Context: an optimization exercise on an open-source flow, tuned for small area and few clock cycles per item. The choices shown serve that exercise and are no tape-out recipe. Where RTL was checked, it was by simulation tests only, not by an equivalence proof against the original. No functional check of the RTL was part of run 3. The clock cells of runs 4 and 5 come from the design's own scripts or RTL, not from TritonCTS. No driver is modelled on the clock port, so clock power and skew are understated where the tree is cut down; a real chip needs a root buffer or a tree. Power and IR drop assume default switching activity.

==> flow/design.v <==
`timescale 1ns / 1ps
`default_nettype none
package uoa_pkg;
  localparam int DIST_BITS = 12;
  localparam int TIME_W    = 32;
  localparam int REG_DIST_W = 12;
  localparam int PWM_W      = 10;
  localparam int DUTY_W     = 12;
  localparam int CMD_W      = 3;
  localparam int MODE_W     = 3;
  localparam int CFG_ADDR_W = 3;
  localparam int CFG_DATA_W = 12;
  localparam int CORR_W     = 8;
  localparam int NUM_ENT    = 3;
  localparam int CNT_W      = 2;
  localparam int ENT_W      = CMD_W + 2 * DUTY_W;   
  localparam int CMP_W = ((DIST_BITS > REG_DIST_W) ? DIST_BITS : REG_DIST_W) + 1;
  localparam int OFS_NOW   = 0;
  localparam int OFS_AUTO  = OFS_NOW + TIME_W;
  localparam int OFS_FRONT = OFS_AUTO + 1;
  localparam int OFS_LEFT  = OFS_FRONT + DIST_BITS;
  localparam int OFS_RIGHT = OFS_LEFT + DIST_BITS;
  localparam int OFS_FOK   = OFS_RIGHT + DIST_BITS;
  localparam int OFS_LOK   = OFS_FOK + 1;
  localparam int OFS_ROK   = OFS_LOK + 1;
  localparam int OFS_FST   = OFS_ROK + 1;
  localparam int OFS_LST   = OFS_FST + TIME_W;
  localparam int OFS_RST   = OFS_LST + TIME_W;
  localparam int IN_BITS   = OFS_RST + TIME_W;
  localparam int IN_TDATA_W = ((IN_BITS + 7) / 8) * 8;
  localparam int OFS_CMD   = 0;
  localparam int OFS_LDUTY = OFS_CMD + CMD_W;
  localparam int OFS_RDUTY = OFS_LDUTY + DUTY_W;
  localparam int OFS_MODE  = OFS_RDUTY + DUTY_W;
  localparam int OUT_BITS  = OFS_MODE + MODE_W;
  localparam int OUT_TDATA_W = ((OUT_BITS + 7) / 8) * 8;
  localparam logic [TIME_W-1:0] STALE_MS    = 32'd100;
  localparam logic [TIME_W-1:0] COOLDOWN_MS = 32'd1500;
  localparam logic [TIME_W-1:0] PAUSE_MS    = 32'd300;
  localparam logic [TIME_W-1:0] REVERSE_MS  = 32'd500;
  localparam logic [TIME_W-1:0] TURN_MIN_MS = 32'd300;
  localparam logic [TIME_W-1:0] TURN_MAX_MS = 32'd1500;
  localparam int DEADBAND_MM = 15;
  localparam int MAX_CORR    = 110;
  localparam logic [MODE_W-1:0] M_FWD   = 3'd0;
  localparam logic [MODE_W-1:0] M_PAUSE = 3'd1;
  localparam logic [MODE_W-1:0] M_REV   = 3'd2;
  localparam logic [MODE_W-1:0] M_PL    = 3'd3;
  localparam logic [MODE_W-1:0] M_PR    = 3'd4;
  localparam logic [CMD_W-1:0] CMD_STOP = 3'd0;
  localparam logic [CMD_W-1:0] CMD_FWD  = 3'd1;
  localparam logic [CMD_W-1:0] CMD_BACK = 3'd2;
  localparam logic [CMD_W-1:0] CMD_PL   = 3'd3;
  localparam logic [CMD_W-1:0] CMD_PR   = 3'd4;
  localparam logic [CMD_W-1:0] CMD_DIFF = 3'd5;
  localparam logic [CFG_ADDR_W-1:0] REG_FRONT_STOP   = 3'd0;
  localparam logic [CFG_ADDR_W-1:0] REG_FRONT_CLEAR  = 3'd1;
  localparam logic [CFG_ADDR_W-1:0] REG_SIDE_OPEN    = 3'd2;
  localparam logic [CFG_ADDR_W-1:0] REG_SIDE_BLOCKED = 3'd3;
  localparam logic [CFG_ADDR_W-1:0] REG_JUNC_MARGIN  = 3'd4;
  localparam logic [CFG_ADDR_W-1:0] REG_DRIVE_PWM    = 3'd5;
  localparam logic [CFG_ADDR_W-1:0] REG_TURN_PWM     = 3'd6;
  localparam logic [CFG_ADDR_W-1:0] REG_REVERSE_PWM  = 3'd7;
  typedef logic [DIST_BITS-1:0]        dist_t;
  typedef logic [REG_DIST_W-1:0]       rdist_t;
  typedef logic [PWM_W-1:0]            pwm_t;
  typedef logic [TIME_W-1:0]           ms_t;
  typedef logic [CMP_W-1:0]            cmp_t;
  typedef logic signed [DIST_BITS:0]   err_t;
  typedef logic signed [CORR_W-1:0]    corr_t;
  typedef logic signed [DUTY_W-1:0]    duty_t;
  typedef struct packed {
    ms_t   right_stamp_ms;
    ms_t   left_stamp_ms;
    ms_t   front_stamp_ms;
    logic  right_ok;
    logic  left_ok;
    logic  front_ok;
    dist_t right_mm;
    dist_t left_mm;
    dist_t front_mm;
    logic  auto_enabled;
    ms_t   now_ms;
  } in_t;
  typedef struct packed {
    rdist_t fwd_stop_dist;
    rdist_t fwd_clear_dist;
    rdist_t junc_open_dist;
    rdist_t side_block_dist;
    rdist_t junction_margin_mm;
    pwm_t   drive_pwm;
    pwm_t   turn_pwm;
    pwm_t   reverse_pwm;
  } cfg_t;
  typedef struct packed {
    logic [MODE_W-1:0] mode;
    ms_t               mode_start_ms;
    ms_t               last_junction_ms;
    logic              prefer_left;
  } state_t;
  typedef struct packed {
    logic [CMD_W-1:0] cmd;
    duty_t            left_duty;
    duty_t            right_duty;
  } ent_t;
  typedef struct packed {
    logic [NUM_ENT*ENT_W-1:0] ents;   
    logic [CNT_W-1:0]   cnt;
    logic [MODE_W-1:0]  mode;
  } run_t;
  function automatic ent_t mk_ent(input logic [CMD_W-1:0] cmd, input duty_t l,
                                  input duty_t r);
    mk_ent = {cmd, l, r};
  endfunction
endpackage
`default_nettype wire
`timescale 1ns / 1ps
`default_nettype none
module ultrasonic_obstacle_avoid_fsm (
  input  wire logic          clk,
  input  wire logic          rst,
  input  wire logic          s_tvalid,
  output logic               s_tready,
  input  wire logic [167:0]  s_tdata,
  output logic               m_tvalid,
  input  wire logic          m_tready,
  output logic [31:0]        m_tdata,
  output logic               m_tlast,
  input  wire logic          cfg_we,
  input  wire logic [2:0]    cfg_addr,
  input  wire logic [11:0]   cfg_wdata
);
  localparam logic [2:0] M_FWD = 3'd0, M_PAUSE = 3'd1, M_REV = 3'd2,
                         M_PL = 3'd3, M_PR = 3'd4;
  localparam logic [2:0] C_STOP = 3'd0, C_FWD = 3'd1, C_BACK = 3'd2,
                         C_PL = 3'd3, C_PR = 3'd4, C_DIFF = 3'd5;
  function automatic logic lt13(input logic [12:0] a, input logic [12:0] b);
    logic c;
    c = 1'b0;
    for (int i = 0; i < 13; i++) c = (~a[i] & b[i]) | (~a[i] & c) | (b[i] & c);
    lt13 = c;
  endfunction
  function automatic logic [12:0] add13(input logic [12:0] a, input logic [12:0] b,
                                        input logic ci);
    logic c;
    c = ci;
    for (int i = 0; i < 13; i++) begin
      add13[i] = a[i] ^ b[i] ^ c;
      c = (a[i] & b[i]) | ((a[i] ^ b[i]) & c);
    end
  endfunction
  function automatic logic fresh(input logic [31:0] na, input logic [31:0] b);
    logic [6:0] d;
    logic       bw, eq;
    bw = 1'b0;
    for (int i = 0; i < 7; i++) begin
      d[i] = ~na[i] ^ b[i] ^ bw;
      bw   = (na[i] & b[i]) | ((na[i] ^ b[i]) & bw);
    end
    eq = (na[7] ^ b[7]) ^ bw;
    for (int i = 8; i < 32; i++) eq = eq & ((na[i] ^ b[i]) ^ (na[i-1] & b[i-1]));
    fresh = eq & ~(d[6] & d[5] & (d[4] | d[3] | (d[2] & (d[1] | d[0]))));
  endfunction
  logic [11:0] r_stop, r_clear, r_open, r_block, r_margin;
  logic [9:0]  r_dp, r_tp, r_rp;
  logic [11:0] wd0, wd1;   
  logic [7:0]  wen;
  assign wd0 = cfg_wdata & {12{~rst}};
  assign wd1 = cfg_wdata | {12{rst}};
  always_comb begin
    for (int k = 0; k < 8; k++) wen[k] = rst | (cfg_we & (cfg_addr == 3'(k)));
  end
  always_ff @(posedge clk) begin
    if (wen[0]) r_stop   <= {wd0[11:8], wd1[7:3], wd0[2], wd1[1], wd0[0]};
    if (wen[1]) r_clear  <= {wd0[11:9], wd1[8:7], wd0[6:5], wd1[4], wd0[3:0]};
    if (wen[2]) r_open   <= {wd0[11:9], wd1[8:4], wd0[3], wd1[2], wd0[1:0]};
    if (wen[3]) r_block  <= {wd0[11:8], wd1[7:6], wd0[5:4], wd1[3], wd0[2:0]};
    if (wen[4]) r_margin <= {wd0[11:8], wd1[7:6], wd0[5:4], wd1[3], wd0[2:0]};
    if (wen[5]) r_dp     <= {wd0[9], wd1[8:4], wd0[3], wd1[2], wd0[1:0]};
    if (wen[6]) r_tp     <= {wd0[9], wd1[8:4], wd0[3], wd1[2], wd0[1:0]};
    if (wen[7]) r_rp     <= {wd0[9], wd1[8:7], wd0[6:5], wd1[4], wd0[3:0]};
  end
  logic [31:0] now, fs, ls, rs;
  logic        au, fok, lok, rok;
  logic [11:0] f, l, r;
  assign now = s_tdata[31:0];
  assign au  = s_tdata[32];
  assign f   = s_tdata[44:33];
  assign l   = s_tdata[56:45];
  assign r   = s_tdata[68:57];
  assign fok = s_tdata[69];
  assign lok = s_tdata[70];
  assign rok = s_tdata[71];
  assign fs  = s_tdata[103:72];
  assign ls  = s_tdata[135:104];
  assign rs  = s_tdata[167:136];
  logic [2:0]  mode;
  logic [31:0] start;
  logic        pref;
  logic [1:0]  pend;   
  logic        fv, lv, rv, bv;
  logic        ge300, ge500, ge1500;
  logic [31:0] nnow;
  assign nnow = ~now;
  assign fv = fok && fresh(nnow, fs);
  assign lv = lok && fresh(nnow, ls);
  assign rv = rok && fresh(nnow, rs);
  assign bv = lv && rv;
  logic [10:0] el_lo;
  logic        el_bw, el_hi0;
  always_comb begin
    el_bw = 1'b0;
    for (int i = 0; i < 11; i++) begin
      el_lo[i] = ~nnow[i] ^ start[i] ^ el_bw;
      el_bw    = (nnow[i] & start[i]) | ((nnow[i] ^ start[i]) & el_bw);
    end
    el_hi0 = (nnow[11] ^ start[11]) ^ el_bw;
    for (int i = 12; i < 32; i++)
      el_hi0 = el_hi0 & ((nnow[i] ^ start[i]) ^ (nnow[i-1] & start[i-1]));
  end
  assign ge300  = ~el_hi0 | ~lt13({2'b00, el_lo}, 13'd300);
  assign ge500  = ~el_hi0 | ~lt13({2'b00, el_lo}, 13'd500);
  assign ge1500 = ~el_hi0 | ~lt13({2'b00, el_lo}, 13'd1500);
  logic [12:0] fm, err;
  logic        l_gt_r, r_gt_l, cl, lb, rb;
  logic        jl, jr, fstop, fclear;
  logic [7:0]  corr;
  assign fm     = add13({1'b0, f}, {1'b0, r_margin}, 1'b0);
  assign err    = add13({1'b0, r}, ~{1'b0, l}, 1'b1);    
  assign l_gt_r = err[12];
  assign r_gt_l = ~err[12] & (err[11:0] != 12'd0);
  assign cl     = bv ? ~r_gt_l : lv;
  assign lb     = ~lv | lt13({1'b0, l}, {1'b0, r_block});
  assign rb     = ~rv | lt13({1'b0, r}, {1'b0, r_block});
  assign fstop  = ~lt13({1'b0, r_stop}, {1'b0, f});
  assign fclear = ~lt13({1'b0, f}, {1'b0, r_clear});
  assign jl = ge1500 & bv & ~lt13({1'b0, l}, {1'b0, r_open}) & lt13(fm, {1'b0, l}) & l_gt_r;
  assign jr = ge1500 & bv & ~lt13({1'b0, r}, {1'b0, r_open}) & lt13(fm, {1'b0, r}) & r_gt_l;
  logic big, gt110, lt110;
  assign gt110 = ~err[12] & ((err[11:7] != 5'd0) | (err[6:0] > 7'd110));
  assign lt110 = err[12] & ((err[11:7] != 5'h1f) | (err[6:0] < 7'd18));   
  assign big   = err[12] ? ((err[11:4] != 8'hff) | (err[3:0] == 4'd0))
                         : (err[11:4] != 8'd0);
  always_comb begin
    if (gt110)      corr = 8'd110;
    else if (lt110) corr = 8'h92;   
    else if (big)   corr = err[7:0];
    else            corr = 8'd0;
  end
  logic [1:0]  cnt;
  logic [2:0]  n_mode, cmd;
  logic        upd_start, n_pref;
  always_comb begin
    cnt       = 2'd1;
    n_mode    = mode;
    upd_start = 1'b0;
    n_pref    = pref;
    cmd       = C_STOP;
    if (!au) begin
      cnt       = 2'd0;
      n_mode    = M_FWD;
      upd_start = 1'b1;
    end else if (!fv) begin
      cmd = C_STOP;
    end else begin
      case (mode)
        M_FWD: begin
          if (fstop) begin
            n_pref    = cl;
            n_mode    = M_PAUSE;
            upd_start = 1'b1;
          end else if (jl) begin
            cmd       = C_PL;
            n_mode    = M_PL;
            upd_start = 1'b1;
          end else if (jr) begin
            cmd       = C_PR;
            n_mode    = M_PR;
            upd_start = 1'b1;
          end else if (bv) begin
            cmd = C_DIFF;
          end else begin
            cmd = C_FWD;
          end
        end
        M_PAUSE: begin
          if (ge300) begin
            cnt       = 2'd2;
            upd_start = 1'b1;
            if (lb && rb)  n_mode = M_REV;
            else if (pref) n_mode = M_PL;
            else           n_mode = M_PR;
          end
          cmd = C_STOP;
        end
        M_REV: begin
          if (ge500) begin
            cnt       = 2'd3;
            upd_start = 1'b1;
            n_pref    = cl;
            n_mode    = cl ? M_PL : M_PR;
          end
          cmd = C_BACK;
        end
        default: begin   
          if ((ge300 && fclear) || ge1500) begin
            cnt       = 2'd2;
            upd_start = 1'b1;
            n_mode    = M_FWD;
          end
          cmd = mode;   
        end
      endcase
    end
  end
  logic        o_valid;
  logic [2:0]  o_cmd;
  logic [7:0]  o_corr;
  logic [11:0] dl, dr, dplus, dminus;
  logic [9:0]  dsel;
  logic [12:0] cx;
  always_comb begin
    case (o_cmd)
      C_BACK:        dsel = r_rp;
      C_PL, C_PR:    dsel = r_tp;
      C_FWD, C_DIFF: dsel = r_dp;
      default:       dsel = '0;
    endcase
  end
  assign cx     = {{5{o_corr[7]}}, o_corr};
  assign dplus  = 12'(add13({3'b000, r_dp}, cx, 1'b0));
  assign dminus = 12'(add13({3'b000, r_dp}, ~cx, 1'b1));
  assign dl     = (o_cmd == C_DIFF) ? dplus : {2'b00, dsel};
  assign dr     = (o_cmd == C_DIFF) ? dminus : {2'b00, dsel};
  logic take, fire;
  assign m_tvalid = o_valid;
  assign m_tlast  = (pend == 2'd0);
  assign m_tdata  = {2'b00, mode, dr, dl, o_cmd};
  assign fire     = o_valid && m_tready;
  assign s_tready = (pend == 2'd0) && (!o_valid || m_tready);
  assign take     = s_tvalid && s_tready;
  always_ff @(posedge clk) begin
    if (rst) begin
      o_valid <= 1'b0;
      pend    <= 2'd0;
    end else if (take) begin
      o_valid <= (cnt != 2'd0);
      pend    <= (cnt == 2'd0) ? 2'd0 : cnt - 2'd1;
    end else if (fire) begin
      o_valid <= (pend != 2'd0);
      if (pend != 2'd0) pend <= pend - 2'd1;
    end
  end
  always_ff @(posedge clk) begin
    if (take) begin
      o_cmd  <= cmd;
      o_corr <= corr;
    end else if (fire) begin
      o_cmd  <= (pend == 2'd2 || mode == M_FWD) ? C_STOP : mode;
    end
  end
  always_ff @(posedge clk) begin
    if (rst) begin
      mode <= M_FWD;
      pref <= 1'b1;
    end else if (take) begin
      mode <= n_mode;
      pref <= n_pref;
    end
  end
  always_ff @(posedge clk) begin
    if (rst || (take && upd_start)) start <= now & {32{~rst}};
  end
endmodule
`default_nettype wire
==> flow/flow/run.sh <==
#!/bin/bash
# Layout: the standard flow (standard.sh) with two changes:
#  - synthesis maps the logic with an area-oriented ABC script (flow/area.abc);
#    every other synthesis step is the standard one, so the registers are the
#    standard synthesis's
#  - the port buffers are the smallest buffer cell (buf_1)
# make's output goes to standard.log, each ORFS step's to orfs/logs/.
set -euo pipefail
here=$(pwd)
sed 's|^source \$::env(SCRIPTS_DIR)/synth_preamble.tcl$|&\nset abc_args [lreplace $abc_args 1 1 '"$here"'/flow/area.abc]|' \
  "$FLOW_HOME/scripts/synth.tcl" > my_synth.tcl
grep -q 'flow/area.abc' my_synth.tcl
sed 's|source \$::env(SCRIPTS_DIR)/synth.tcl|source '"$here"'/my_synth.tcl|' synth_recipe.tcl > my_synth_recipe.tcl
grep -q my_synth.tcl my_synth_recipe.tcl
echo 'export BUFFER_PORTS_ARGS = -buffer_cell sky130_fd_sc_hd__buf_1' >> config.mk
sed 's|SYNTH_SCRIPT=[^ ]*|SYNTH_SCRIPT='"$here"'/my_synth_recipe.tcl|' standard.sh > my_standard.sh
grep -q my_synth_recipe my_standard.sh
bash my_standard.sh > standard.log 2>&1
==> flow/flow/area.abc <==
strash
&get -n
&fraig -x
&put
dc2
strash
&get -n
&dch -f
&nf -R 1000
&put
==> flow/standard.sh <==
#!/bin/bash
# synth_recipe.tcl (not shown) runs the flow's synth.tcl, then flattens the netlist and writes it again
# the make line also repeats each setting of config.mk as NAME=value (left out here)
make -C /OpenROAD-flow-scripts/flow DESIGN_CONFIG=/design/flow/config.mk WORK_HOME=/design/flow/orfs CLKGATE_MAP_FILE= SYNTH_SCRIPT=/design/flow/synth_recipe.tcl "${@:-finish}"
==> flow/config.mk <==
export PLATFORM = sky130hd
export DESIGN_NAME = ultrasonic_obstacle_avoid_fsm
export DESIGN_NICKNAME = ultrasonic_obstacle_avoid_fsm
export VERILOG_FILES = /design/flow/design.v
export SDC_FILE = /design/flow/constraint.sdc
export NUM_CORES = 4
export LEC_CHECK = 0
export CAP_MARGIN = 20
export CORE_MARGIN = 2
export CORE_UTILIZATION = 40
export CTS_BUF_LIST = sky130_fd_sc_hd__clkbuf_4 sky130_fd_sc_hd__clkbuf_8
export CTS_CLUSTER_DIAMETER = 100
export CTS_CLUSTER_SIZE = 30
export SLEW_MARGIN = 20
export BUFFER_PORTS_ARGS = -buffer_cell sky130_fd_sc_hd__buf_1
==> flow/constraint.sdc <==
create_clock -name core_clock -period 8.0 [get_ports {clk}]
set_input_delay 1.6000 -clock core_clock [delete_from_list [all_inputs] [get_ports {clk}]]
set_output_delay 1.6000 -clock core_clock [all_outputs]
set_load 0.01 [all_outputs]
==> results of run 1 <==
[worst max-delay path by stage]
stage                end   startpoint  slack, ns
3_3_place_gp   start[17]  s_tdata[33]      -0.19
6_report       start[16]  s_tdata[33]       0.35
5_1_grt        start[16]  s_tdata[33]     -0.002
4_1_cts        start[17]  s_tdata[33]       0.23
3_5_place_dp   start[22]  s_tdata[33]      -0.26
2_1_floorplan   start[0]  s_tdata[33]       0.17
[flip-flops by register name (all words and copies together), names as in the netlist, 10 cells and up]
register  cells
r_block      12
r_clear      12
r_dp         10
r_margin     12
r_open       12
r_rp         10
r_stop       12
r_tp         10
start        32
[final cells by class]
class / count / area [um^2]
Clock buffer: 18 / 241
Clock inverter: 14 / 159
Fill cell: 2604 / 14100
Inverter: 144 / 542
Multi-Input combinational cell: 756 / 6200
Sequential cell: 140 / 4130
Tap cell: 341 / 427
Timing Repair Buffer: 243 / 1030
[kinds of logic (layout without fill, tap and decap cells)]
group           after synthesis  count (layout)  synth area share [%]
fa+ha+maj                   172             172                  24.4
other cells                   1               2                0.0345
flops                       140             140                  38.0
compound gates              231             231                  14.7
simple gates                292             292                  12.9
buf+inv                     147             419                  5.17
xor+xnor                     59              59                  4.75
[report_power, final]
part | total [uW] | leakage [uW] | switching, uW | internal (uW)
combinational | 784 | 0.00305 | 467 | 317
clock | 586 | 0.000193 | 299 | 287
sequential | 937 | 0.00138 | 46.4 | 891
total | 2310 | 0.00462 | 812 | 1500
[metal layers]
layer / global-route usage [%] / part of all wire (%)
met1: 25.7 / 39
met2: 41.1 / 50
met3: 4.30 / 6.6
met4: 11.5 / 4.6
met5: 0 / 0
[Yosys cell counts (12+ instances only)]
cell / n
a21oi_1: 29
a22oi_1: 28
clkinv_1: 144
edfxtp_1: 133
fa_1: 67
ha_1: 104
nand2_1: 78
nand3_1: 13
nand4_1: 12
nor2_1: 89
nor2b_1: 22
nor3_1: 14
nor4_1: 15
o21ai_0: 38
o221ai_1: 14
o22ai_1: 42
or2_0: 16
xnor2_1: 32
xor2_1: 27
[worst min-delay path: cells and delay by family, from the launching register on]
family          cells  cell delay [ns]
simple gates        1             0.10
compound gates      1             0.05
flops               1             0.32
[through the flow]
step                      hold WS [ns]  instances  power, uW
after floorplan                  0.477       1043       1460
final                            0.520       1656       2310
after global routing             0.563       1656       2460
after detailed placement         0.500       1623       1730
after CTS                        0.515       1655       2320
after global placement           0.495       1623       1720
==> flow_metrics.py, run 1 <==
metrics = {
    "drt": {
        "drc": 0,
        "wl_per_cell_um": 19.3,
        "drt_first_iter_violations": 628,
        "ant_nets": 0,
        "vias_per_cell": 5.51,
        "wl_um": 32000,
        "vias": 9127,
        "drt_pass1_iterations": 7,
    },
    "synth": {
        "synth-main-ff-cell": "edfxtp_1",
        "synthArstFlopShare_pct": 0,
        "syn_inst": 1042,
        "yosysSeqAreaShare_pct": 38.0,
        "ys_types": 59,
        "synth_warnings": 1,
        "yosysTopAreaCell": "edfxtp_1",
        "synth_edf_count": 133,
        "syn_avg_cell_area_um2": 10.4,
        "synth_area_leaders": "edfxtp_1 (37%), fa_1 (12%), ha_1 (12%), clkinv_1 (5.0%), nor2_1 (3.1%)",
        "synth_area_um2": 10900,
        "yosys_register_bits": 140,
        "yosysTopAreaCellShare_pct": 36.7,
    },
    "sta": {
        "setup_viol": 0,
        "fin_crit_sh_pct": 95.6,
        "period_needed_ns": 7.65,
        "slew_headroom_pct": 30.6,
        "fmax_mhz": 131,
        "final.setup.tns_ns": 0,
        "fin_skew_ns": 0.0131,
        "finalHoldViolCount": 0,
        "tightestPinTransition_ns": 1.04,
        "fin_ws_ns": 0.353,
        "slew_viol_final": 0,
    },
    "floorplanning": {
        "die_w_um": 169,
        "rows": 60,
        "coreArea_um2": 26800,
        "die-height_um": 169,
        "initial_utilization_pct": 40.6,
        "design.die.area_um2": 28500,
        "pin_count": 223,
    },
    "worst_setup_path": {
        "required_ns": 8.18,
        "reg2reg_setup_slack_ns": 1.26,
        "r2r-end": "start[16]",
        "startpoint_type": "primary input",
        "crit_buf_inv": 5,
        "critical_path_class": "primary input to flip-flop",
        "cpPeakStageDelay_ns": 0.42,
        "cp.arrival_ns": 7.83,
        "cp_top_family": "adder cells",
        "crit_path_max_fanout": 11,
        "cp.depth": 29,
        "r2r_start": "r_margin[0]",
        "endpoint_kind": "flip-flop",
        "rr_worst_depth": 28,
        "path_common_cell": "fa_1",
        "slowest_stage": "fa_1",
    },
    "grt": {
        "grt_start_max_net_pins": 66,
        "antenna_found_initial": 0,
        "grt_pass1_wl_um": 49200,
        "grt_usage_pct": 22.8,
        "grt_overflow": 0,
        "grt_pass1_vias": 9268,
    },
    "clocking": {
        "htree_levels": 4,
        "postCtsSetupBuffers": 0,
        "clk_path_buf_depth": 2,
        "ctsHoldBuffers": 0,
        "cts_resized": 0,
        "path_clk_slew_ns": 0.09,
        "cts-root-buf": "clkbuf_8",
        "clk_latency_ns": 0.46,
        "cts_tree": "yes",
        "cts_made_buffers": 17,
        "cts_num_sinks": 140,
    },
    "place": {
        "dp_hpwl_um": 26400,
        "placed_cell_area_um2": 12300,
        "io_buffers": 220,
        "place_ws_ns": -0.261,
        "globalplace.congestion": 0.941,
    },
    "finish": {
        "synthToLayoutAreaGrowth_pct": 17.0,
        "final_cell_mix": "buf_1 (219), clkinv_1 (143), edfxtp_1 (133)",
        "drive_above_1_share_pct": 4.49,
        "final_cell_area_um2": 12700,
        "layout_commonest_cell": "buf_1",
        "utilization_pct": 47.5,
        "antenna_cells": 0,
        "fin_nets": 1661,
    },
    "worst_hold_path": {
        "min_from": "pend[0]",
        "hold_path.class": "flip-flop to flip-flop",
        "whs_path_depth": 2,
        "hold_end": "pend[0]",
    },
    "power": {
        "ir_drop_uv": 112,
        "power_density_nw_per_um2": 181,
        "p_leak_uw": 0.00462,
    },
    "run_status": {
        "status": "finished clean",
    },
    "run": {
        "drv_cap": 0,
    },
}
Testbench counts, summed over its fixed seeds: cycles 12,388, ticks 12,000.
==> inputs of run 2 (changes only) <==
--- a/flow/config.mk
+++ b/flow/config.mk
@@ -10,5 +10,4 @@
 export CORE_UTILIZATION = 40
-export CTS_BUF_LIST = sky130_fd_sc_hd__clkbuf_4 sky130_fd_sc_hd__clkbuf_8
-export CTS_CLUSTER_DIAMETER = 100
-export CTS_CLUSTER_SIZE = 30
+export CTS_BUF_LIST = sky130_fd_sc_hd__clkbuf_8
+export GPL_TIMING_DRIVEN = 0
 export SLEW_MARGIN = 20
==> run 2 against run 1 <==
Largest cell class unchanged. Setup slack worse by 0.087 ns. Via count is 0.98% lower. Utilization is 0.089 points lower. Wire length is 0.45% higher. Critical endpoint is now start[11]. Clock skew is 0.00056 ns higher. Critical path type unchanged.
==> flow_metrics.py, run 2 <==
metrics = {
    "run_status": {
        "status": "finished clean",
    },
    "drt": {
        "wl_um": 32100,
        "wl_met3_um": 2080,
        "drt_first_iter_violations": 543,
        "met1_length_um": 12700,
        "wl_per_cell_um": 19.5,
        "drc": 0,
        "vias": 9038,
        "highest_layer": "met4",
        "ant_nets": 0,
        "wl_met2_um": 16200,
        "drt_pass1_iterations": 8,
        "vias_per_cell": 5.50,
    },
    "sta": {
        "final.setup.tns_ns": 0,
        "rsz0062_at_grt": "no",
        "slew_headroom_pct": 31.9,
        "finalHoldViolCount": 0,
        "fin_ws_ns": 0.266,
        "slew_viol_final": 0,
        "fmax_mhz": 129,
        "period_needed_ns": 7.73,
        "setup_viol": 0,
        "tightestPinTransition_ns": 1.02,
        "fin_skew_ns": 0.0136,
        "fin_crit_sh_pct": 96.7,
    },
    "finish": {
        "antenna_cells": 0,
        "drive_above_1_share_pct": 4.99,
        "fin_nets": 1649,
        "synthToLayoutAreaGrowth_pct": 16.8,
        "layout_commonest_cell": "buf_1",
        "layoutNonFillerInstCount": 1644,
        "final_cell_mix": "buf_1 (217), clkinv_1 (142), edfxtp_1 (133)",
        "largest_reg_flops": 32,
        "regMostFlops": "start",
        "final_cell_area_um2": 12700,
    },
    "floorplanning": {
        "design.die.area_um2": 28500,
        "die_w_um": 169,
        "pin_count": 223,
        "rows": 60,
        "initial_utilization_pct": 40.6,
        "coreArea_um2": 26800,
        "die-height_um": 169,
    },
    "synth": {
        "ys_types": 59,
        "yosysTopAreaCellShare_pct": 36.7,
        "yosysSeqAreaShare_pct": 38.0,
        "synth_area_um2": 10900,
        "synth_area_leaders": "edfxtp_1 (37%), fa_1 (12%), ha_1 (12%), clkinv_1 (5.0%), nor2_1 (3.1%)",
        "synth-main-ff-cell": "edfxtp_1",
        "synthArstFlopShare_pct": 0,
        "synth_most_common_cell": "clkinv_1",
        "synth_edf_count": 133,
        "yosysTopAreaCell": "edfxtp_1",
        "syn_avg_cell_area_um2": 10.4,
        "synth_warnings": 1,
        "synthTopCellsByCount": "clkinv_1 (144), edfxtp_1 (133), ha_1 (104)",
        "syn_inst": 1042,
        "yosys_register_bits": 140,
    },
    "worst_hold_path": {
        "hold_path.class": "flip-flop to flip-flop",
    },
    "worst_setup_path": {
        "reg2reg_setup_slack_ns": 1.21,
        "cp.arrival_ns": 7.89,
        "required_ns": 8.16,
        "startpoint_type": "primary input",
        "critical_path_class": "primary input to flip-flop",
        "crit_path_max_fanout": 8,
        "endpoint_kind": "flip-flop",
    },
    "power": {
        "power_density_nw_per_um2": 181,
        "p_leak_uw": 0.00457,
        "ir_drop_uv": 94.8,
    },
    "place": {
        "io_buffers": 220,
        "placedCellCount": 1605,
        "place_ws_ns": -0.868,
        "globalplace.congestion": 0.912,
        "placed_cell_area_um2": 12200,
        "dp_hpwl_um": 26200,
    },
    "clocking": {
        "cts_num_sinks": 140,
        "cts_made_buffers": 17,
        "htree_levels": 4,
        "cts-root-buf": "clkbuf_8",
        "ctsHoldBuffers": 0,
        "clk_latency_ns": 0.45,
        "cts_tree": "yes",
        "clk_path_buf_depth": 2,
        "path_clk_slew_ns": 0.08,
    },
    "grt": {
        "antenna_found_initial": 0,
        "grt_pass1_vias": 9042,
        "grt_pass1_wl_um": 49000,
        "grt_usage_pct": 22.7,
        "grt_overflow": 0,
        "grt_start_max_net_pins": 39,
    },
    "run": {
        "drv_cap": 0,
    },
}
## run 2: kinds of logic (layout without fill, tap and decap cells)
kind of cell	after synthesis	after routing	synth area share, %
other	1	2	0.0345
AOI/OAI and AO/OA	231	231	14.7
xor gates and xnor gates	59	59	4.75
buffers and inverters	147	407	5.17
adders and majority gates	172	172	24.4
and+or+nand+nor	292	292	12.9
DFF	140	140	38.0
## run 2: through the flow
stage	utilization, %	power [uW]	hold slack, ns
after detailed placement	45.4	1720	0.510
final	47.4	2300	0.521
after global placement	45.3	1710	0.493
after global routing	47.4	2450	0.562
after floorplan	-	1460	0.477
after CTS	46.9	2300	0.525
## run 2: power breakdown
group / leakage [uW] / switching [uW] / internal [uW] / total, uW
Clock: 0.000195 / 300 / 281 / 582
Sequential: 0.00138 / 45.0 / 891 / 936
Combinational: 0.00300 / 470 / 314 / 784
Total: 0.00457 / 815 / 1490 / 2300
## run 2: what timing repair did
| action | in CTS | in global routing |
|---|---|---|
| setup buffers | 0 | 4 |
| endpoints found under the setup margin | 32 | 35 |
| gates resized for setup | 4 | 23 |
| pin swaps | 0 | 10 |
| gates cloned | 1 | 2 |
## run 2: layer usage
metal / global-route usage, % / vias to the layer above
met1: 26.7 / 4290
met3: 4.23 / 56
met4: 8.25 / 0
met5: 0 / -
met2: 41.1 / 383
li1: - / 4309
## run 2: worst paths after layout
kind,from,to,cells past startpoint
worst max register to register,r_margin[0],start[11],27
worst max-delay path,s_tdata[57],start[11],27
worst min-delay path,pend[1],pend[1],2
worst min register to register,pend[1],pend[1],2
## run 2: worst max-delay path, cell delays in order
cell	delay [ns]
buf_1	0.09
clkinv_1	0.08
ha_1	0.15
clkinv_1	0.07
fa_2	0.35
fa_2	0.34
fa_1	0.38
fa_1	0.39
fa_1	0.39
fa_2	0.35
fa_1	0.38
fa_1	0.39
fa_2	0.35
fa_1	0.36
clkinv_1	0.07
fa_2	0.48
nand3_4	0.10
nor4_1	0.07
nor3_1	0.24
nand4_1	0.18
o211ai_1	0.30
nand2_1	0.12
a21oi_2	0.22
nor2_4	0.07
buf_12	0.15
buf_12	0.13
inv_8	0.07
## run 2: cell type report
| type | instances | area, um^2 |
|---|---|---|
| plain buffers | 3 | 22.5 |
| clock buffers | 17 | 234 |
| clock inverters | 15 | 163 |
| fillers | 2620 | 14100 |
| inverters | 144 | 548 |
| multi-input cells | 756 | 6260 |
| flip-flops and latches | 140 | 4130 |
| well taps | 341 | 427 |
| repair buffers | 225 | 905 |
| repair inverters | 3 | 21.3 |
==> inputs of run 3 (changes only) <==
--- a/flow/design.v
+++ b/flow/design.v
@@ -224,3 +224,4 @@
   logic [12:0] fm, err;
-  logic        l_gt_r, r_gt_l, cl, lb, rb;
+  logic        l_gt_r, r_gt_l, cl, sel_l, blocked;
+  logic [11:0] x;
   logic        jl, jr, fstop, fclear;
@@ -232,8 +233,11 @@
   assign cl     = bv ? ~r_gt_l : lv;
-  assign lb     = ~lv | lt13({1'b0, l}, {1'b0, r_block});
-  assign rb     = ~rv | lt13({1'b0, r}, {1'b0, r_block});
+  assign sel_l   = lv & (~rv | ~r_gt_l);
+  assign x       = sel_l ? l : r;
+  assign blocked = (~lv & ~rv) | lt13({1'b0, x}, {1'b0, r_block});
   assign fstop  = ~lt13({1'b0, r_stop}, {1'b0, f});
   assign fclear = ~lt13({1'b0, f}, {1'b0, r_clear});
-  assign jl = ge1500 & bv & ~lt13({1'b0, l}, {1'b0, r_open}) & lt13(fm, {1'b0, l}) & l_gt_r;
-  assign jr = ge1500 & bv & ~lt13({1'b0, r}, {1'b0, r_open}) & lt13(fm, {1'b0, r}) & r_gt_l;
+  logic junc;
+  assign junc = ge1500 & bv & ~lt13({1'b0, x}, {1'b0, r_open}) & lt13(fm, {1'b0, x});
+  assign jl   = junc & l_gt_r;
+  assign jr   = junc & r_gt_l;
   logic big, gt110, lt110;
@@ -289,3 +293,3 @@
             upd_start = 1'b1;
-            if (lb && rb)  n_mode = M_REV;
+            if (blocked)   n_mode = M_REV;
             else if (pref) n_mode = M_PL;
--- a/flow/config.mk
+++ b/flow/config.mk
@@ -10,4 +10,5 @@
 export CORE_UTILIZATION = 40
-export CTS_BUF_LIST = sky130_fd_sc_hd__clkbuf_8
-export GPL_TIMING_DRIVEN = 0
+export CTS_BUF_LIST = sky130_fd_sc_hd__clkbuf_4 sky130_fd_sc_hd__clkbuf_8
+export CTS_CLUSTER_DIAMETER = 100
+export CTS_CLUSTER_SIZE = 30
 export SLEW_MARGIN = 20
==> run 3 against run 2 <==
Utilization up 4.1 points. Critical path depth increased by 13. Register-to-register slack lost 0.41 ns. Now fails the layout checks on negative setup slack. Die area shrank 2.6%. Final cell count rose by 3.5%. Maximum frequency fell by 28%. Sequential share of layout area fell by 1.8 points. Via count decreased by 1.9%. Synthesized area is 2.6% lower. Count of clock-buffer cells in the layout is the same.
==> flow_metrics.py, run 3 <==
metrics = {
    "worst_setup_path": {
        "crit_path_max_fanout": 10,
        "required_ns": 8.17,
        "slowest_stage": "fa_1",
        "critical_path_class": "primary input to flip-flop",
        "endpoint_kind": "flip-flop",
        "cp.arrival_ns": 10.87,
        "startpoint_type": "primary input",
        "cpPeakStageDelay_ns": 0.49,
        "path_common_cell": "fa_2",
    },
    "synth": {
        "yosysTopAreaCellShare_pct": 37.7,
        "yosysTopAreaCell": "edfxtp_1",
        "yosys_register_bits": 140,
        "ys_types": 58,
        "yosysSeqAreaShare_pct": 39.0,
        "syn_inst": 989,
        "synth_area_leaders": "edfxtp_1 (38%), fa_1 (13%), ha_1 (12%), clkinv_1 (4.6%), nor2_1 (3.0%)",
        "synth_edf_count": 133,
        "synthTopCellsByCount": "edfxtp_1 (133), clkinv_1 (130), ha_1 (104)",
        "synth_most_common_cell": "edfxtp_1",
        "synth_warnings": 1,
        "syn_avg_cell_area_um2": 10.7,
        "synth-main-ff-cell": "edfxtp_1",
        "synthArstFlopShare_pct": 0,
        "synth_area_um2": 10600,
    },
    "floorplanning": {
        "die_w_um": 167,
        "die-height_um": 167,
        "rows": 59,
        "design.die.area_um2": 27800,
        "initial_utilization_pct": 40.7,
        "coreArea_um2": 26100,
        "pin_count": 223,
    },
    "grt": {
        "grt_pass1_vias": 9116,
        "grt_usage_pct": 23.0,
        "grt_start_max_net_pins": 49,
        "grt_pass1_wl_um": 48800,
        "grt_overflow": 0,
        "antenna_found_initial": 0,
    },
    "sta": {
        "hold_slack_ns": 0.520,
        "fin_ws_ns": -2.70,
        "tightestPinTransition_ns": 1.02,
        "slew_headroom_pct": 31.9,
        "fin_crit_sh_pct": 134,
        "finalHoldViolCount": 0,
        "fmax_mhz": 93.5,
        "setup_viol": 38,
        "period_needed_ns": 10.70,
        "final.setup.tns_ns": -100.65,
        "fin_skew_ns": 0.0191,
        "rsz0062_at_grt": "yes",
        "slew_viol_final": 0,
    },
    "power": {
        "ir_drop_uv": 110,
        "p_leak_uw": 0.00511,
        "power_density_nw_per_um2": 168,
    },
    "clocking": {
        "cts_made_buffers": 17,
        "cts-root-buf": "clkbuf_8",
        "htree_levels": 4,
        "clk_path_buf_depth": 2,
        "cts_tree": "yes",
        "path_clk_slew_ns": 0.08,
        "ctsHoldBuffers": 0,
        "clk_latency_ns": 0.46,
        "cts_num_sinks": 140,
    },
    "drt": {
        "drt_pass1_iterations": 6,
        "vias_per_cell": 5.21,
        "wl_per_cell_um": 18.6,
        "wl_um": 31700,
        "drc": 0,
        "ant_nets": 0,
        "drt_first_iter_violations": 435,
        "vias": 8867,
    },
    "finish": {
        "multi_input_area_um2": 6110,
        "regMostFlops": "start",
        "final_cell_mix": "buf_1 (216), edfxtp_1 (133), clkinv_1 (127)",
        "largest_reg_flops": 32,
        "regArea_um2": 4130,
        "fill_cells": 2450,
        "fin_nets": 1713,
        "layoutNonFillerInstCount": 1702,
        "drive_above_1_share_pct": 15.2,
        "synthToLayoutAreaGrowth_pct": 26.8,
        "final_cell_area_um2": 13400,
        "layout_commonest_cell": "buf_1",
    },
    "place": {
        "dp_hpwl_um": 26800,
        "place_ws_ns": -3.23,
        "placedCellCount": 1656,
        "placed_cell_area_um2": 12800,
        "io_buffers": 220,
        "globalplace.congestion": 0.978,
    },
    "worst_hold_path": {
        "hold_path.class": "flip-flop to flip-flop",
    },
    "run_status": {
        "status": "finished with violations",
        "so.violations": "negative setup slack",
    },
    "run": {
        "drv_cap": 0,
    },
}
==> run 3: cell count changes after synthesis, sizes merged, moves of 4 or more <==
| cell | before | now |
|---|---|---|
| a22oi | 28 | 13 |
| maj3 | 1 | 16 |
| nor3 | 14 | 9 |
| o2111ai | 2 | 8 |
| nor4 | 15 | 8 |
| a31oi | 8 | 4 |
| o221ai | 14 | 8 |
| or4 | 1 | 6 |
| o22ai | 42 | 20 |
| o21ai | 38 | 49 |
| a21oi | 29 | 38 |
| clkinv | 144 | 130 |
| or3 | 5 | 1 |
| xnor2 | 32 | 24 |
==> run 3: path summary, 6_finish.rpt <==
| kind | startpoint | endpoint | slack, ns | cells past startpoint |
|---|---|---|---|---|
| worst max-delay path | s_tdata[57] | start[29] | -2.70 | 40 |
| worst min-delay path | pend[0] | pend[0] | 0.52 | 2 |
| worst max register to register | start[1] | start[29] | 0.80 | 27 |
| worst min register to register | pend[0] | pend[0] | 0.52 | 2 |
==> run 3: cells by family (layout without fill, tap and decap cells) <==
kind of cell    count (synthesis)  after routing  share of synthesized area, %
simple gates                  268            268                          12.1
compound gates                207            207                          13.2
fa+ha+maj                     187            187                          26.4
flops                         140            140                          39.0
buf+inv                       133            509                          4.82
xor+xnor                       52             52                          4.30
other cells                     1              3                        0.0354
mux                             1              1                        0.0944
==> run 3: per-stage QoR <==
stage / total power, uW / utilization, %
after global routing: 2410 / 51.6
after global placement: 1720 / 49.3
after detailed placement: 1730 / 49.3
final: 2260 / 51.6
after floorplan: 1420 / -
after CTS: 2280 / 51.3
==> run 3: worst max-delay path: cells and delay by family <==
family                   cells  cell delay [ns]
AND/OR/NAND/NOR              5             0.94
buffers and inverters        6             0.52
adder cells (fa/ha/maj)     19             6.54
AO/OA/AOI/OAI               10             1.29
==> run 3: final cells by class <==
class                           instances  area share (%)
Antenna cell                            1          0.0186
Clock buffer                           17            1.74
Clock inverter                         14           0.950
Inverter                              130            3.80
Multi-Input combinational cell        717            45.5
Sequential cell                       140            30.8
Tap cell                              335            3.12
Timing Repair Buffer                  348            14.1
==> run 3: what timing repair did <==
action                     CTS  global route
setup buffers               12             3
resized for setup           13            17
gates cloned                 1             0
setup endpoints to repair   38            40
pin swaps                    6             4
==> run 3: power breakdown <==
part / switching [uW] / internal (uW)
registers: 46.2 / 890
logic: 446 / 342
clock network: 308 / 226
==> run 3: routing by layer <==
| layer | vias to the layer above | part of all wire, % | global-route usage (%) | routed length (um) |
|---|---|---|---|---|
| met4 | 0 | 2.4 | 7.12 | 771 |
| met3 | 35 | 5.5 | 4.56 | 1760 |
| li1 | 4313 | - | - | - |
| met2 | 306 | 52 | 42.4 | 16400 |
| met5 | - | 0 | 0 | 0 |
| met1 | 4213 | 40 | 26.7 | 12800 |
==> inputs of run 4 (changes only) <==
--- a/flow/design.v
+++ b/flow/design.v
@@ -224,4 +224,3 @@
   logic [12:0] fm, err;
-  logic        l_gt_r, r_gt_l, cl, sel_l, blocked;
-  logic [11:0] x;
+  logic        l_gt_r, r_gt_l, cl, lb, rb;
   logic        jl, jr, fstop, fclear;
@@ -233,11 +232,8 @@
   assign cl     = bv ? ~r_gt_l : lv;
-  assign sel_l   = lv & (~rv | ~r_gt_l);
-  assign x       = sel_l ? l : r;
-  assign blocked = (~lv & ~rv) | lt13({1'b0, x}, {1'b0, r_block});
+  assign lb     = ~lv | lt13({1'b0, l}, {1'b0, r_block});
+  assign rb     = ~rv | lt13({1'b0, r}, {1'b0, r_block});
   assign fstop  = ~lt13({1'b0, r_stop}, {1'b0, f});
   assign fclear = ~lt13({1'b0, f}, {1'b0, r_clear});
-  logic junc;
-  assign junc = ge1500 & bv & ~lt13({1'b0, x}, {1'b0, r_open}) & lt13(fm, {1'b0, x});
-  assign jl   = junc & l_gt_r;
-  assign jr   = junc & r_gt_l;
+  assign jl = ge1500 & bv & ~lt13({1'b0, l}, {1'b0, r_open}) & lt13(fm, {1'b0, l}) & l_gt_r;
+  assign jr = ge1500 & bv & ~lt13({1'b0, r}, {1'b0, r_open}) & lt13(fm, {1'b0, r}) & r_gt_l;
   logic big, gt110, lt110;
@@ -293,3 +289,3 @@
             upd_start = 1'b1;
-            if (blocked)   n_mode = M_REV;
+            if (lb && rb)  n_mode = M_REV;
             else if (pref) n_mode = M_PL;
==> flow/flow/run.sh (replaced) <==
#!/bin/bash
# Layout: the standard flow (standard.sh) run on a copy of the ORFS
# scripts with three changes:
#  - synthesis maps the logic with an area-oriented ABC script (flow/area.abc);
#    every other synthesis step is the standard one, so the registers are the
#    standard synthesis's
#  - the port buffers are the smallest buffer cell (buf_1)
#  - the CTS step builds a small two-level clock tree (flow/clock_tree.tcl)
#    instead of running clock_tree_synthesis; the rest of the step (placement
#    legalisation, timing repair) is unchanged
# make's output goes to standard.log, each ORFS step's to orfs/logs/.
set -euo pipefail
here=$(pwd)
rm -rf myscripts
cp -r "$FLOW_HOME/scripts" myscripts
sed -i 's|^source \$::env(SCRIPTS_DIR)/synth_preamble.tcl$|&\nset abc_args [lreplace $abc_args 1 1 '"$here"'/flow/area.abc]|' myscripts/synth.tcl
grep -q 'flow/area.abc' myscripts/synth.tcl
sed -i 's|^log_cmd clock_tree_synthesis {\*}\$cts_args$|source '"$here"'/flow/clock_tree.tcl|' myscripts/cts.tcl
grep -q 'flow/clock_tree.tcl' myscripts/cts.tcl
echo 'export BUFFER_PORTS_ARGS = -buffer_cell sky130_fd_sc_hd__buf_1' >> config.mk
sed 's|make -C |FLOW_CLOCK_PORT=clk make SCRIPTS_DIR='"$here"'/myscripts -C |' standard.sh > my_standard.sh
grep -q myscripts my_standard.sh
bash my_standard.sh > standard.log 2>&1
==> flow/flow/clock_tree.tcl (new file) <==
# Clock tree, sourced by the CTS step in place of clock_tree_synthesis:
# the clock port drives one root buffer, which drives a grid of leaf buffers,
# each driving the flip-flops nearest to it (sinks split into NCOL columns by
# x, each column into NROW groups by y). Every register sees the same two
# buffer levels.
set ncol 4
set nrow 4
set leaf_master sky130_fd_sc_hd__clkbuf_4
set root_master sky130_fd_sc_hd__clkbuf_16

set block [ord::get_db_block]
set db [ord::get_db]

set clknet [$block findNet [get_name [get_ports $::env(FLOW_CLOCK_PORT)]]]
set pts {}
foreach it [$clknet getITerms] {
  set bb [[$it getInst] getBBox]
  lappend pts [list $it [expr {([$bb xMin] + [$bb xMax]) / 2}] [expr {([$bb yMin] + [$bb yMax]) / 2}]]
}
puts "clock_tree: [llength $pts] sinks"
set pts [lsort -integer -index 1 $pts]
set percol [expr {int(ceil([llength $pts] / double($ncol)))}]
set groups {}
for {set c 0} {$c < $ncol} {incr c} {
  set col [lsort -integer -index 2 [lrange $pts [expr {$c * $percol}] [expr {($c + 1) * $percol - 1}]]]
  set perrow [expr {int(ceil([llength $col] / double($nrow)))}]
  for {set r 0} {$r < $nrow} {incr r} {
    set g [lrange $col [expr {$r * $perrow}] [expr {($r + 1) * $perrow - 1}]]
    if {[llength $g] > 0} { lappend groups $g }
  }
}
set rootnet [odb::dbNet_create $block clknet_root]
$rootnet setSigType CLOCK
set sx 0
set sy 0
set k 0
foreach g $groups {
  set net [odb::dbNet_create $block clknet_leaf_$k]
  $net setSigType CLOCK
  set cx 0
  set cy 0
  foreach p $g {
    set it [lindex $p 0]
    $it disconnect
    $it connect $net
    incr cx [lindex $p 1]
    incr cy [lindex $p 2]
  }
  set cx [expr {$cx / [llength $g]}]
  set cy [expr {$cy / [llength $g]}]
  set b [odb::dbInst_create $block [$db findMaster $leaf_master] clkbuf_leaf_$k]
  $b setLocation $cx $cy
  $b setPlacementStatus PLACED
  [$b findITerm A] connect $rootnet
  [$b findITerm X] connect $net
  incr sx $cx
  incr sy $cy
  incr k
}
set r [odb::dbInst_create $block [$db findMaster $root_master] clkbuf_root]
$r setLocation [expr {$sx / $k}] [expr {$sy / $k}]
$r setPlacementStatus PLACED
[$r findITerm A] connect $clknet
[$r findITerm X] connect $rootnet
puts "clock_tree: root and $k leaf buffers"
set_propagated_clock [all_clocks]
--- a/flow/config.mk
+++ b/flow/config.mk
@@ -9,6 +9,4 @@
 export CORE_MARGIN = 2
-export CORE_UTILIZATION = 40
-export CTS_BUF_LIST = sky130_fd_sc_hd__clkbuf_4 sky130_fd_sc_hd__clkbuf_8
-export CTS_CLUSTER_DIAMETER = 100
-export CTS_CLUSTER_SIZE = 30
+export CORE_UTILIZATION = 65
+export GPL_TIMING_DRIVEN = 0
 export SLEW_MARGIN = 20
==> run 4 against run 3 <==
Now clean on timing, DRC and antenna. Setup slack improved by 3.0 ns. Critical path depth fell by 15. First-iteration DRC count is 32% higher. Clock power fell by 37%. Largest cell class unchanged. Largest power group unchanged.
==> flow_metrics.py, run 4 <==
metrics = {
    "sta": {
        "period_needed_ns": 7.71,
        "fmax_mhz": 130,
        "tightestPinTransition_ns": 1.07,
        "hold_slack_ns": 0.503,
        "setup_viol": 0,
        "fin_skew_ns": 0.0269,
        "finalHoldViolCount": 0,
        "slew_headroom_pct": 28.4,
        "slew_viol_final": 0,
        "fin_crit_sh_pct": 96.3,
    },
    "finish": {
        "layoutNonFillerInstCount": 1509,
        "largest_reg_flops": 32,
        "fin_nets": 1649,
        "final_cell_mix": "buf_1 (217), clkinv_1 (141), edfxtp_1 (133)",
        "layout_commonest_cell": "buf_1",
        "regMostFlops": "start",
        "utilization_pct": 74.4,
        "fill_cells": 1251,
        "synthToLayoutAreaGrowth_pct": 12.5,
        "drive_above_1_share_pct": 3.18,
    },
    "power": {
        "sw_frac_of_total_pct": 35.6,
        "ir_drop_uv": 109,
        "p_comb_share_pct": 37.6,
        "power_frac_clock_pct": 16.5,
        "power.internal_uw": 1310,
        "power_frac_seq_pct": 45.8,
        "p_switching_uw": 725,
        "p_total_uw": 2040,
        "p_leak_uw": 0.00446,
        "power_density_nw_per_um2": 167,
    },
    "floorplanning": {
        "pin_count": 223,
        "die-height_um": 133,
        "initial_utilization_pct": 66.1,
        "die_w_um": 133,
        "rows": 47,
        "coreArea_um2": 16500,
        "design.die.area_um2": 17800,
    },
    "synth": {
        "synthTopCellsByCount": "clkinv_1 (144), edfxtp_1 (133), ha_1 (104)",
        "yosysTopAreaCell": "edfxtp_1",
        "ys_types": 59,
        "synth_area_leaders": "edfxtp_1 (37%), fa_1 (12%), ha_1 (12%), clkinv_1 (5.0%), nor2_1 (3.1%)",
        "yosys_register_bits": 140,
        "synth_edf_count": 133,
        "yosysSeqAreaShare_pct": 38.0,
        "synth_most_common_cell": "clkinv_1",
        "synth_warnings": 1,
        "synth-main-ff-cell": "edfxtp_1",
        "syn_avg_cell_area_um2": 10.4,
        "synthArstFlopShare_pct": 0,
        "synth_area_um2": 10900,
        "syn_inst": 1042,
        "yosysTopAreaCellShare_pct": 36.7,
    },
    "worst_setup_path": {
        "crit_path_max_fanout": 8,
        "startpoint_type": "primary input",
        "critical_path_class": "primary input to flip-flop",
        "required_ns": 8.10,
        "cpPeakStageDelay_ns": 0.44,
        "endpoint_kind": "flip-flop",
        "cp.arrival_ns": 7.80,
        "slowest_stage": "fa_1",
        "path_common_cell": "fa_1",
    },
    "grt": {
        "grt_overflow": 0,
        "grt.busiest_layer": "met2",
        "antenna_found_initial": 0,
        "grt_usage_pct": 32.7,
        "grt_pass1_vias": 9227,
        "met1_usage_pct": 38.4,
        "use_met2_pct": 60.2,
        "gr-usage-met3_pct": 4.19,
        "grt_pass1_wl_um": 45800,
        "grt_start_max_net_pins": 44,
    },
    "place": {
        "io_buffers": 220,
        "placedCellCount": 1484,
        "dp_hpwl_um": 23300,
        "globalplace.congestion": 0.991,
    },
    "drt": {
        "wl_um": 28800,
        "drt_first_iter_violations": 576,
        "wl_per_cell_um": 19.1,
        "vias": 9148,
        "drt_pass1_iterations": 5,
        "vias_per_cell": 6.06,
        "drc": 0,
        "ant_nets": 0,
    },
    "run_status": {
        "status": "finished clean",
    },
    "clocking": {
        "clk_latency_ns": 0.40,
        "path_clk_slew_ns": 0.09,
        "ctsHoldBuffers": 0,
    },
    "run": {
        "drv_cap": 0,
    },
    "worst_hold_path": {
        "hold_path.class": "flip-flop to flip-flop",
    },
}
run 4: cells by family after synthesis:
| group | synth area share [%] |
|---|---|
| simple gates | 12.9 |
| compound gates | 14.7 |
| fa+ha+maj | 24.4 |
| buf+inv | 5.17 |
| flops | 38.0 |
| xor+xnor | 4.75 |
| other cells | 0.0345 |
run 4: critical path: cells and delay by family:
| family | cells | cell delay, ns |
|---|---|---|
| compound gates | 2 | 0.42 |
| fa+ha+maj | 12 | 4.49 |
| buf+inv | 5 | 0.44 |
| simple gates | 6 | 0.85 |
run 4: final timing paths:
| check | to | slack (ns) | depth (start not counted) | startpoint |
|---|---|---|---|---|
| worst min register to register | pend[0] | 0.50 | 2 | pend[0] |
| worst min-delay path | pend[0] | 0.50 | 2 | pend[0] |
| worst max register to register | start[9] | 1.31 | 27 | r_margin[0] |
| worst max-delay path | start[9] | 0.29 | 25 | s_tdata[57] |
run 4: final cells by class:
| type | instances | area [um^2] | area share [%] |
|---|---|---|---|
| Antenna cell | 1 | 2.50 | 0.0204 |
| Buffer | 20 | 168 | 1.37 |
| Inverter | 144 | 546 | 4.45 |
| Multi-Input combinational cell | 756 | 6220 | 50.8 |
| Sequential cell | 140 | 4130 | 33.8 |
| Tap cell | 220 | 275 | 2.25 |
| Timing Repair Buffer | 225 | 880 | 7.18 |
| Timing Repair inverter | 3 | 21.3 | 0.174 |
run 4: what timing repair did:
item / CTS / global route
setup endpoints to repair: 32 / 35
resized for setup: 4 / 12
pin swaps: 0 / 6
setup buffers: 0 / 4
hold endpoints to repair: 0 / 0
cloned: 1 / 2
run 4: stage by stage:
step           setup TNS [ns]  instance area [um^2]  worst slack [ns]
2_1_floorplan               0                 10900             0.174
3_3_place_gp           -23.04                 12000            -0.717
3_5_place_dp           -23.74                 12000            -0.738
4_1_cts                     0                 12200            0.0495
5_1_grt                -0.204                 12200           -0.0277
6_report                    0                 12200             0.294
run 4: metal layers:
| metal | up-vias | part of all wire (%) |
|---|---|---|
| li1 | 4310 | - |
| met1 | 4307 | 37 |
| met2 | 440 | 50 |
| met3 | 91 | 7.7 |
| met4 | 0 | 5.4 |
| met5 | - | 0 |
run 4: power groups by stage:
stage / sequential, uW / clock, uW / combinational (uW)
2_1_floorplan: 943 / 0 / 513
3_3_place_gp: 948 / 0 / 729
3_5_place_dp: 952 / 0 / 750
4_1_cts: 935 / 346 / 758
5_1_grt: 944 / 371 / 858
6_report: 935 / 337 / 768
Testbench counts of run 4, summed over its fixed seeds: cycles 12,388, ticks 12,000.
==> inputs of run 5 (changes only) <==
--- a/flow/config.mk
+++ b/flow/config.mk
@@ -9,3 +9,3 @@
 export CORE_MARGIN = 2
-export CORE_UTILIZATION = 65
+export CORE_UTILIZATION = 40
 export GPL_TIMING_DRIVEN = 0
==> run 5 against run 4 <==
Synthesized area is the same. Die area rose by 60%. Combinational power increased by 2%. Sequential share of layout area fell by 0.51 points. Critical path depth did not move. Clock power up 4%. Highest routed layer unchanged.
==> flow_metrics.py, run 5 <==
metrics = {
    "worst_setup_path": {
        "cpPeakStageDelay_ns": 0.48,
        "reg2reg_setup_slack_ns": 1.31,
        "rr_worst_depth": 27,
        "r2r_start": "r_margin[0]",
        "required_ns": 8.11,
        "critical_path_class": "primary input to flip-flop",
        "path_common_cell": "fa_1",
        "crit_path_max_fanout": 8,
        "cp.arrival_ns": 7.82,
        "startpoint_type": "primary input",
        "slowest_stage": "fa_2",
        "r2r-end": "start[17]",
        "endpoint_kind": "flip-flop",
    },
    "finish": {
        "antenna_cells": 0,
        "regArea_um2": 4130,
        "synthToLayoutAreaGrowth_pct": 14.3,
        "fill_cells": 2647,
        "utilization_pct": 46.4,
        "regMostFlops": "start",
        "fin_nets": 1649,
        "layout_commonest_cell": "buf_1",
        "drive_above_1_share_pct": 3.65,
        "largest_reg_flops": 32,
        "final_cell_mix": "buf_1 (217), clkinv_1 (141), edfxtp_1 (133)",
        "multi_input_area_um2": 6260,
    },
    "synth": {
        "synth_area_leaders": "edfxtp_1 (37%), fa_1 (12%), ha_1 (12%), clkinv_1 (5.0%), nor2_1 (3.1%)",
        "yosysTopAreaCellShare_pct": 36.7,
        "synth_area_um2": 10900,
        "synthArstFlopShare_pct": 0,
        "yosysSeqAreaShare_pct": 38.0,
        "yosysTopAreaCell": "edfxtp_1",
        "synth_most_common_cell": "clkinv_1",
        "syn_inst": 1042,
        "synth_edf_count": 133,
        "yosys_register_bits": 140,
        "syn_avg_cell_area_um2": 10.4,
        "synth-main-ff-cell": "edfxtp_1",
        "synth_warnings": 1,
        "ys_types": 59,
        "synthTopCellsByCount": "clkinv_1 (144), edfxtp_1 (133), ha_1 (104)",
    },
    "power": {
        "p_leak_uw": 0.00446,
        "ir_drop_uv": 97.8,
        "power_density_nw_per_um2": 166,
    },
    "sta": {
        "period_needed_ns": 7.71,
        "tightestPinTransition_ns": 1.03,
        "fmax_mhz": 130,
        "finalHoldViolCount": 0,
        "slew_headroom_pct": 31.1,
        "slew_viol_final": 0,
        "hold_slack_ns": 0.524,
        "fin_crit_sh_pct": 96.4,
        "setup_viol": 0,
        "fin_skew_ns": 0.0198,
    },
    "drt": {
        "ant_nets": 0,
        "wl_um": 32000,
        "wl_met3_um": 2050,
        "wl_per_cell_um": 19.7,
        "drt_first_iter_violations": 433,
        "drt_pass1_iterations": 5,
        "vias": 9048,
        "met1_length_um": 12800,
        "wl_met2_um": 16000,
        "vias_per_cell": 5.55,
        "drc": 0,
        "highest_layer": "met4",
    },
    "clocking": {
        "path_clk_slew_ns": 0.09,
        "ctsHoldBuffers": 0,
        "clk_latency_ns": 0.40,
    },
    "floorplanning": {
        "die-height_um": 169,
        "initial_utilization_pct": 40.6,
        "coreArea_um2": 26800,
        "design.die.area_um2": 28500,
        "pin_count": 223,
        "rows": 60,
        "die_w_um": 169,
    },
    "place": {
        "dp_hpwl_um": 26200,
        "io_buffers": 220,
        "globalplace.congestion": 0.912,
    },
    "worst_hold_path": {
        "whs_path_depth": 2,
        "hold_path.class": "flip-flop to flip-flop",
        "min_from": "pend[0]",
        "hold_end": "pend[0]",
    },
    "grt": {
        "grt_start_max_net_pins": 39,
        "grt_overflow": 0,
        "grt_pass1_vias": 9059,
        "grt_pass1_wl_um": 49300,
        "antenna_found_initial": 0,
        "grt_usage_pct": 22.2,
    },
    "run": {
        "drv_cap": 0,
    },
    "run_status": {
        "status": "finished clean",
    },
}
-- run 5: changes by cell type in the layout (fill, tap and decap cells not counted), sizes merged --
| cell | before | now |
|---|---|---|
| diode | 1 | 0 |
-- run 5: power by group --
part	leakage, uW	internal [uW]	switching [uW]
Sequential	0.00138	890	44.9
Combinational	0.00300	309	471
Clock	0.0000859	116	235
Total	0.00446	1320	751
-- run 5: worst max path at each step --
stage           startpoint         to  depth (start not counted)
2_1_floorplan  s_tdata[33]   start[0]                         27
4_1_cts         s_tdata[1]  start[22]                         29
6_report       s_tdata[57]  start[17]                         25
3_3_place_gp    s_tdata[1]   start[2]                         29
5_1_grt         s_tdata[1]  start[23]                         29
3_5_place_dp    s_tdata[1]   start[2]                         29
-- run 5: routing by layer --
layer	GRT usage, %	vias to the layer above
met5	0	-
met4	6.30	0
met3	3.02	65
met2	41.4	350
met1	26.7	4328
li1	-	4305
-- run 5: worst max-delay path: cells and delay by family --
| kind | cells | cell delay (ns) |
|---|---|---|
| buffers and inverters | 5 | 0.43 |
| adder cells (fa/ha/maj) | 12 | 4.45 |
| AO/OA/AOI/OAI | 2 | 0.49 |
| AND/OR/NAND/NOR | 6 | 0.83 |
-- run 5: final cells by class --
class | count | share of cell area, %
Timing Repair Buffer | 225 | 7.07
Inverter | 144 | 4.39
Buffer | 20 | 1.35
Multi-Input combinational cell | 756 | 50.3
Sequential cell | 140 | 33.2
Tap cell | 341 | 3.43
Timing Repair inverter | 3 | 0.211
-- run 5: repair_timing --
item	in CTS	in global routing
gates resized for setup	6	18
buffers inserted	1	3
endpoints found under the setup margin	32	35
cloned	1	2
pin swaps	1	13
-- run 5: logic make-up (layout without fill, tap and decap cells) --
| group | after synthesis | count (layout) | synth area share, % |
|---|---|---|---|
| compound gates | 231 | 231 | 14.7 |
| xor+xnor | 59 | 59 | 4.75 |
| fa+ha+maj | 172 | 172 | 24.4 |
| buf+inv | 147 | 392 | 5.17 |
| flops | 140 | 140 | 38.0 |
| other cells | 1 | 2 | 0.0345 |
| simple gates | 292 | 292 | 12.9 |
-- run 5: per-stage QoR --
stage	cells	total power (uW)	worst slack [ns]	setup TNS, ns	instance area [um^2]
4_1_cts	1624	2080	0.0331	0	12300
6_report	1629	2070	0.289	0	12400
2_1_floorplan	1043	1460	0.174	0	10900
3_5_place_dp	1605	1720	-0.868	-28.22	12200
3_3_place_gp	1604	1710	-0.874	-28.33	12100
5_1_grt	1629	2220	-0.0439	-0.519	12400

[static timing again, ports no longer ideal]
In the flow no input, the clock included, has a driving cell. The finished layouts below were timed again as built, in two steps. Step 1: set_driving_cell puts a clkbuf_16 on clk and a buf_2 on each other input, an assumption about the parent block. Step 2, shift: input delay + t, output delay - t, t = (earliest + latest rising clock arrival at the registers) / 2. This alone moves slack from input paths to output paths. Slacks: no drivers / after step 1 / after step 2; pairs: no drivers / after step 1.
| run | shift t [ns] | setup WS [ns] | hold WS [ns] |
|---|---|---|---|
| run 1 | 0.487 | 0.353 / 0.365 / -0.122 | 0.520 / 0.520 / 0.520 |
| run 2 | 0.485 | 0.266 / 0.285 / -0.200 | 0.521 / 0.521 / 0.521 |
| run 3 | 0.486 | -2.699 / -2.704 / -3.190 | 0.520 / 0.520 / 0.520 |
| run 4 | 0.426 | 0.294 / 0.318 / -0.108 | 0.503 / 0.503 / 0.503 |
| run 5 | 0.432 | 0.289 / 0.305 / -0.127 | 0.524 / 0.524 / 0.524 |
With both steps, setup timing fails in run 1, run 2, run 4 and run 5, where it was met with ideal ports. The setup slack of run 3, which loses most, moves by -0.005 ns with the drivers and by -0.491 ns with both steps.
